From an optimization exercise on the open Yosys and OpenROAD flow, aimed at small area, a short achievable clock period and few clock cycles; shortcuts taken in it are not production practice.
Where RTL was checked, it was by simulation tests only, not by an equivalence proof against the original.

## build 30
==> flow/design.v (excerpt) <==
module four_digit_calculator_core (
    input  logic        aclk,
    input  logic        aresetn,
    input  logic        s_tvalid,
    output logic        s_tready,
    input  logic [7:0]  s_tdata,
    input  logic [1:0]  s_tuser,
    output logic        m_tvalid,
    input  logic        m_tready,
    output logic [31:0] m_tdata,
    output logic [3:0]  m_tuser
);
    localparam logic [1:0] OP_ADD = 2'd0;
    localparam logic [1:0] OP_MUL = 2'd1;
    localparam logic [1:0] OP_SUB = 2'd2;
    localparam logic [1:0] OP_DIV = 2'd3;
    localparam logic [3:0] ST_IDLE   = 4'd0;
    localparam logic [3:0] ST_MUL    = 4'd1;
    localparam logic [3:0] ST_MULFIN = 4'd2;
    localparam logic [3:0] ST_RED    = 4'd3;
    localparam logic [3:0] ST_NEG    = 4'd4;
    localparam logic [3:0] ST_DCMP   = 4'd5;
    localparam logic [3:0] ST_DIV    = 4'd6;
    localparam logic [3:0] ST_QNEG   = 4'd7;
    localparam logic [3:0] ST_MODFIN = 4'd8;
    localparam logic [3:0] ST_CHKW   = 4'd9;    
    localparam logic [2:0] DM_L = 3'd0;    
    localparam logic [2:0] DM_M = 3'd1;    
    localparam logic [2:0] DM_S = 3'd2;    
  ...
Size in the first run: about 1800 cells after synthesis, about 150 flip-flops.
Settings: LEC_CHECK=0, CAP_MARGIN=20, CORE_MARGIN=2, CORE_UTILIZATION=40, SETUP_SLACK_MARGIN=5, SLEW_MARGIN=20; clock period 10.0 ns.
run.sh (not shown) runs the stock make flow with config.mk's settings and CLKGATE_MAP_FILE= SYNTH_SCRIPT=/design/flow/synth_recipe.tcl, a recipe that flattens the netlist after the stock synthesis.
Testbench counts of build 30, summed over its fixed seeds: cycles 4,468.
> inputs changed (build 30 -> build 43)
- an added ABC_AREA of 1
### Flow results
Leading cell type in the layout, fill and taps excluded = sky130_fd_sc_hd__nand2_1: build 43; leading cell type in the layout, fill and taps excluded = sky130_fd_sc_hd__nor2_1: build 30. | routed wire length | lower: build 30 |. Compared with build 30, build 43 shows a lower mux cell area share after synthesis. Build 43 reports a lower area added between synthesis and finish than build 30 does. In build 43 the headroom to the max-slew limit turned out 15 points higher than in build 30. Between build 43 and build 30, the number of cells traversed by the worst register-to-register path is lower for build 30. Relative to build 30, the die height measured on build 43 has increased by a few percent. Final weighted congestion in routability-driven placement, build 43 and build 30: higher on build 30. Going from build 30 to build 43, sum of buffers and inverters on the critical path went up 2, number of detailed-routing iterations run before antenna repair now smaller.
[inputs] build 88 vs build 43
- ABC_AREA no longer set, was 1
- TNS_END_PERCENT now 5, previously not set
[summary]
- Global-route wire length before repair in build 88 is 17% below build 43.
- Build 43 has a higher met3 usage than build 88.
- The register share of the cell area in build 88 sits 1.5 points above the value recorded for build 43.
- Of build 88 and build 43, it is build 88 that has the higher number of cells on the critical path.
- Looking at worst setup path endpoint, the acc[0] result is from build 88; the s_tready one comes from build 43.


Another version of the RTL of four_digit_calculator_core (not shown whole).
Size: roughly 52 I/O pins, roughly 13000 um2 of cells after synthesis.
make LEC_CHECK=0 CAP_MARGIN=20 CORE_MARGIN=2 CORE_UTILIZATION=40 SETUP_SLACK_MARGIN=5 SLEW_MARGIN=20 TNS_END_PERCENT=0 finish   # period 10.0 ns
Testbench counts at the start, summed over its fixed seeds: cycles 4,700.
Change:
CTS_BUF_LIST = sky130_fd_sc_hd__clkbuf_4 sky130_fd_sc_hd__clkbuf_8   (was unset)
CTS_CLUSTER_SIZE = 30   (was unset)
PLACE_DENSITY = 0.8   (was unset)
TNS_END_PERCENT = 5   (was 0)
- routed wire length decreases by about 4.5%
- final area decreases by about 2.7%
- utilization decreases by 1.2 points
- synthesized area stays the same
- global-route usage decreases by 1.4 points
- register-to-register slack gains 0.16 ns
- setup slack gains 0.020 ns
- non-clock buffer count decreases by 10
- sequential share of layout area increases by 0.66 points
Change:
CTS_BUF_LIST = unset   (was sky130_fd_sc_hd__clkbuf_4 sky130_fd_sc_hd__clkbuf_8)
CTS_CLUSTER_SIZE = unset   (was 30)
PLACE_DENSITY = 0.75   (was 0.8)
The changed run went through all stages and came out clean.
Wire length climbs slightly.
Setup slack gets better by 0.045 ns.
First-iteration DRC count rose by roughly a tenth.
Change:
CTS_BUF_LIST = sky130_fd_sc_hd__clkbuf_4 sky130_fd_sc_hd__clkbuf_8   (was unset)
CTS_CLUSTER_SIZE = 30   (was unset)
The new run finished clean.
Clock-buffer cell count does not change.
Clock skew is higher by 0.0054 ns.
Global-route usage went down by 0.25 points.


south:
Starting RTL as in the previous note.
export LEC_CHECK = 0
export CAP_MARGIN = 20
export CORE_MARGIN = 2
export CORE_UTILIZATION = 40
export CTS_BUF_LIST = sky130_fd_sc_hd__clkbuf_4 sky130_fd_sc_hd__clkbuf_8
export CTS_CLUSTER_SIZE = 30
export SETUP_SLACK_MARGIN = 5
export SLEW_MARGIN = 20
export TNS_END_PERCENT = 5
create_clock -name core_clock -period 10.0 [get_ports {aclk}]
Testbench counts of south, summed over its fixed seeds: cycles 4,700.
Setup changes, south to east
- a deleted CTS_BUF_LIST that had been sky130_fd_sc_hd__clkbuf_4 sky130_fd_sc_hd__clkbuf_8
- a deleted CTS_CLUSTER_SIZE that had been 30
Findings:
- south -> east: fraction of layout instances using a drive strength above 1 flat
- | minimum clock period after layout | higher: east |
- First-iteration DRC count for east is lower than for south.
- Worst endpoint data arrival time in east is 2360 ps above south.
- Diff south -> east: period utilization rose 0.27 points; synthesized-area fraction occupied by adder cells about even; wire length about even.


four_digit_calculator_core, a different RTL version from the one above (not shown whole).
Size in the first run: ~1800 cells after synthesis, ~52 I/O pins, about 14000 µm² of cells after synthesis.
Design four_digit_calculator_core, start of the top module:
module four_digit_calculator_core (
    input  logic        aclk,
    input  logic        aresetn,
    input  logic        s_tvalid,
    output logic        s_tready,
    input  logic [7:0]  s_tdata,
    input  logic [1:0]  s_tuser,
    output logic        m_tvalid,
    input  logic        m_tready,
    output logic [31:0] m_tdata,
    output logic [3:0]  m_tuser
);
    localparam logic [1:0] OP_ADD = 2'd0;
    localparam logic [1:0] OP_MUL = 2'd1;
    localparam logic [1:0] OP_SUB = 2'd2;
    localparam logic [1:0] OP_DIV = 2'd3;
    localparam logic [3:0] ST_IDLE   = 4'd0;
    localparam logic [3:0] ST_MUL    = 4'd1;
    localparam logic [3:0] ST_MULFIN = 4'd2;
    localparam logic [3:0] ST_RED    = 4'd3;
    localparam logic [3:0] ST_NEG    = 4'd4;
    localparam logic [3:0] ST_DCMP   = 4'd5;
    localparam logic [3:0] ST_DIV    = 4'd6;
    localparam logic [3:0] ST_QNEG   = 4'd7;
    localparam logic [3:0] ST_MODFIN = 4'd8;
    localparam logic [1:0] DM_L = 2'd0;
    localparam logic [1:0] DM_S = 2'd1;
    localparam logic [1:0] DM_T = 2'd2;
    logic       q0_v, q1_v;
    logic [5:0] q0, q1;           
    logic [3:0] in_dig;
    logic       pop;
    assign in_dig   = (s_tdata[3:0] > 4'd9) ? 4'd9 : s_tdata[3:0];
    assign s_tready = !q1_v;
    always_ff @(posedge aclk) begin
        if (!aresetn) begin
            q0_v <= 1'b0;
            q1_v <= 1'b0;
        end else begin
            if (q1_v) begin
                if (pop) begin
                    q0   <= q1;
                    q1_v <= 1'b0;
                end
            end else if (q0_v) begin
                if (pop) begin
                    q0_v <= s_tvalid;
                    q0   <= {s_tuser, in_dig};
                end else if (s_tvalid) begin
                    q1_v <= 1'b1;
                    q1   <= {s_tuser, in_dig};
                end
            end else begin
                q0_v <= s_tvalid;
                q0   <= {s_tuser, in_dig};
            end
        end
    end
    logic [31:0] acc;             
    logic [13:0] ent;             
    logic [1:0]  opr;             
    logic [31:0] w;               
    logic [3:0]  st;
    logic [4:0]  cnt;
    logic [2:0]  bd;              
    logic        modr;            
    logic        negq;            
    logic        modd;            
    logic [1:0]  dm;              
  ...
==> flow/config.mk <==
export PLATFORM = sky130hd
export DESIGN_NAME = four_digit_calculator_core
export DESIGN_NICKNAME = four_digit_calculator_core
export VERILOG_FILES = /design/flow/design.v
export SDC_FILE = /design/flow/constraint.sdc
export NUM_CORES = 4
export LEC_CHECK = 0
export ABC_CLOCK_PERIOD_IN_PS = 4000
export CAP_MARGIN = 20
export CORE_MARGIN = 2
export CORE_UTILIZATION = 40
export SETUP_SLACK_MARGIN = 5
export SLEW_MARGIN = 20
==> flow/constraint.sdc <==
create_clock -name core_clock -period 10.0 [get_ports {aclk}]
set_input_delay 2.0000 -clock core_clock [delete_from_list [all_inputs] [get_ports {aclk}]]
set_output_delay 2.0000 -clock core_clock [all_outputs]
set_load 0.01 [all_outputs]
Next try:
ABC_AREA = 1   (was default)
ABC_CLOCK_PERIOD_IN_PS = default   (was 4000)
Outcome: Synthesized area came out higher by 8.4%. Die area rose by about 8%.
No run of this note included a check of the RTL's function; only the layout flow was run.

## re-timing with driven ports
In the flow no input, the clock included, has a driving cell. The finished layouts below were timed again as built, in two steps. Step 1 assumes that a clkbuf_16 drives the clock port and a buf_2 every other input. Step 2 adds t to the input delays and takes it off the output delays; t is the mean of the earliest and latest rising clock arrival at the registers after step 1. Input paths then give back, and output paths get back, about the clock's delay inside the block. Slacks: ideal / step 1 / step 2; pairs: ideal / step 1.
run | shift t [ns] | setup WS [ns] | worst setup path after step 2 | worst data-port slew with drivers (ns)
build 30 | 0.484 | 4.988 / 4.988 / 4.714 | input to register | 0.03
build 43 | 0.522 | 5.076 / 5.049 / 4.749 | input to register | 0.03
build 88 | 0.485 | 5.025 / 5.010 / 4.592 | input to register | 0.03
the first run of note 2 | 0.485 | 4.951 / 4.951 / 4.540 | input to register | 0.03
the second run of note 2 | 0.508 | 4.971 / 4.944 / 4.517 | input to register | 0.03
the third run of note 2 | 0.486 | 5.016 / 5.034 / 4.551 | input to register | 0.04
the fourth run of note 2 | 0.500 | 5.043 / 5.041 / 4.598 | input to register | 0.04
south | 0.516 | 5.014 / 4.991 / 4.535 | input to register | 0.03
east | 0.483 | 4.987 / 4.990 / 4.529 | input to register | 0.03
the first run of note 4 | 0.488 | 2.928 / 2.928 / 2.928 | register to register | 0.04
the second run of note 4 | 0.493 | 4.051 / 4.051 / 4.051 | register to register | 0.03
After both steps every run listed still meets setup and hold. The setup slack of south, which loses most, moves by -0.023 ns with the drivers and by -0.479 ns with both steps.
